Context: an optimization exercise on an open-source flow, tuned for small area, a short achievable clock period and few clock cycles. The choices shown serve that exercise and are no tape-out recipe.
In this exercise RTL edits were held to simulation tests only and were not proved equivalent to the original.
Power is estimated from default activity; no workload was simulated.

Setup of run A:
==> flow/design.v (excerpt) <==
module pb_mcast_unroller #(
  parameter int unsigned AddrWidth  = pb_mcast_pkg::ADDR_W,
  parameter int unsigned UserWidth  = pb_mcast_pkg::USER_W,
  parameter int unsigned SelWidth   = pb_mcast_pkg::SEL_W,
  parameter int unsigned MeshDimX   = 4,
  parameter int unsigned MeshDimY   = 4,
  parameter int unsigned CoordWidth = pb_mcast_pkg::COORD_W
) (
  input  logic                  clk_i,
  input  logic                  rst_i,
  input  logic                  in_valid_i,
  output logic                  in_ready_o,
  input  logic [AddrWidth-1:0]  in_addr_i,
  input  logic [AddrWidth-1:0]  in_mask_i,
  input  logic [2*SelWidth-1:0] in_sel_x_i,
  input  logic [2*SelWidth-1:0] in_sel_y_i,
  input  logic [UserWidth-1:0]  in_user_i,
  output logic                  out_valid_o,
  input  logic                  out_ready_i,
  output logic [AddrWidth-1:0]  out_addr_o,
  output logic [CoordWidth-1:0] out_x_o,
  output logic [CoordWidth-1:0] out_y_o,
  output logic [UserWidth-1:0]  out_user_o,
  output logic                  out_last_o,
  output logic                  busy_o,
  output logic                  err_o
);
Size: ~1900 cells after synthesis, roughly 140 flip-flops, about 210 I/O pins, about 0.012 mm^2 of cells after synthesis.
export LEC_CHECK = 0
export ABC_AREA = 1
export CAP_MARGIN = 20
export CORE_MARGIN = 2
export CORE_UTILIZATION = 50
export SETUP_SLACK_MARGIN = 4.0
export SLEW_MARGIN = 20
export TNS_END_PERCENT = 0
create_clock -name core_clock -period 7.0 [get_ports {clk_i}]
standard.sh (not shown) runs the stock make flow with config.mk's settings and CLKGATE_MAP_FILE= SYNTH_SCRIPT=/design/flow/synth_recipe.tcl, a recipe that flattens the netlist after the stock synthesis.
==> flow/flow/run.sh <==
#!/bin/bash
# Standard layout, with the port buffers made from the smallest buffer cell
# (the default pick is a larger delay buffer). Everything else is the standard flow's
# standard flow.
set -euo pipefail
export BUFFER_PORTS_ARGS="-buffer_cell sky130_fd_sc_hd__buf_1"
bash standard.sh 2>&1 | tee standard_flow.log
Testbench counts of run A, summed over its fixed seeds: cycles 13,033.
What run B does differently from run A at the input level:
- TNS_END_PERCENT no longer set, was 0
- CORE_UTILIZATION now 40, was 50
- SETUP_SLACK_MARGIN no longer set, was 4.0
Findings:
- Run A reports its class of the most critical setup path as reg2out while run B reports in2reg.
- Comparing run B and run A, the higher wire length is on run B.
- A source of the critical timing path of in_sel_y_i[9] is what run B shows, while yl_q[4] belongs to run A.
- Across both runs, overall power after layout was lower for run B than for run A.
- Per the comparison of run B with run A, global-route wire length before repair now larger; switching share of total power now smaller.
What run C does differently from run B at the input level:
- SETUP_SLACK_MARGIN: unset -> 4.0
- TNS_END_PERCENT: unset -> 0
Results
- Between run C and run B, it is run C whose global-route wire length before repair is higher, by 2.8%.
- Row count of clock-buffer cells in the layout: run C lower / run B higher
- Final standard cell utilization of the core: run C > run B
- Summary — pin count of the biggest net entering global routing, run C relative to run B: lower, by 8.
- Routed wire length deteriorates in run C relative to run B.
- Compared with run B, run C shows a lower buffers plus inverters on the worst setup path.
- Diff run C and run B: post-layout net count lower in run B
- When run C is measured against run B, its power turns out 5.5% higher.
- Diff run B -> run C: clock group share of total power now smaller, area of placed instances climbed 0.37%.
- Number of endpoints with negative hold slack in the final report delta (run C -> run B): insignificant
> inputs changed (run C -> run D)
- an added CTS_CLUSTER_SIZE of 20
- an added CTS_BUF_LIST of sky130_fd_sc_hd__clkbuf_8
--- outcome ---
Run C has a higher post-CTS setup repair buffer count than run D.
[compare] base=run C new=run D: overall via count from detail_route shows a reduction of 0.35%; count of flip-flops with a built-in enable after synthesis shows no meaningful change.
Comparing run C and run D, the higher clock network area share is on run C.
Run C ended up with fa_2 as its cell type of the slowest stage on the worst timing path; run D ended up with edfxtp_1.
Part of the total power dissipated in combinational logic on run D is up relative to run C.
Slew of the pin with the lowest slew margin: run C and run D compared, lower one is run C
Changes in run E relative to run D:
- PLACE_DENSITY: unset -> 0.8
==> run notes <==
- On register-to-register slack, run D loses to run E.
- Summary of run E over run D: sequential power essentially unchanged; vias per cell increased 0.076; last weighted congestion value of the routability-driven placer decreased 4.0%; setup slack increased 47 ps.
- The run showing the smaller logic depth of the worst path, buffers included is run D.
- Parity-gate share of the synthesized area counting xor and xnor cells: run E vs run D identical
- Relative to run D, the final area measured on run E has increased slightly.

static timing again, ports no longer ideal:
Ports are ideal in the flow. The routed layouts listed here were re-timed in OpenROAD.
Step 1 (the two cells are an assumption about what drives the block):
set clk [get_ports {clk_i}]
set_driving_cell -lib_cell sky130_fd_sc_hd__clkbuf_16 $clk
set_driving_cell -lib_cell sky130_fd_sc_hd__buf_2 [delete_from_list [all_inputs] $clk]
Step 2, shift: input delay + t, output delay - t, t = (earliest + latest rising clock arrival at the registers) / 2. This alone moves slack from input paths to output paths.
a / b / c = no drivers / after step 1 / after step 2; a / b = the first two.
run	t, ns	slack for setup (ns)	clock arrival spread, ns	worst data-port slew with drivers (ns)	pins driven straight from the clock port
run A	0.473	3.073 / 3.018 / 2.689	0.015 / 0.015	0.04	1
run B	0.468	2.286 / 2.306 / 1.838	0.010 / 0.010	0.05	1
run C	0.467	3.243 / 3.200 / 2.784	0.007 / 0.008	0.06	1
run D	0.501	3.119 / 3.079 / 2.743	0.015 / 0.014	0.05	1
run E	0.476	3.166 / 3.175 / 2.699	0.019 / 0.020	0.06	1
After both steps every run listed still meets setup and hold. For run E, which loses most, drivers alone change the setup slack by +0.009 ns; drivers and shift together by -0.467 ns.
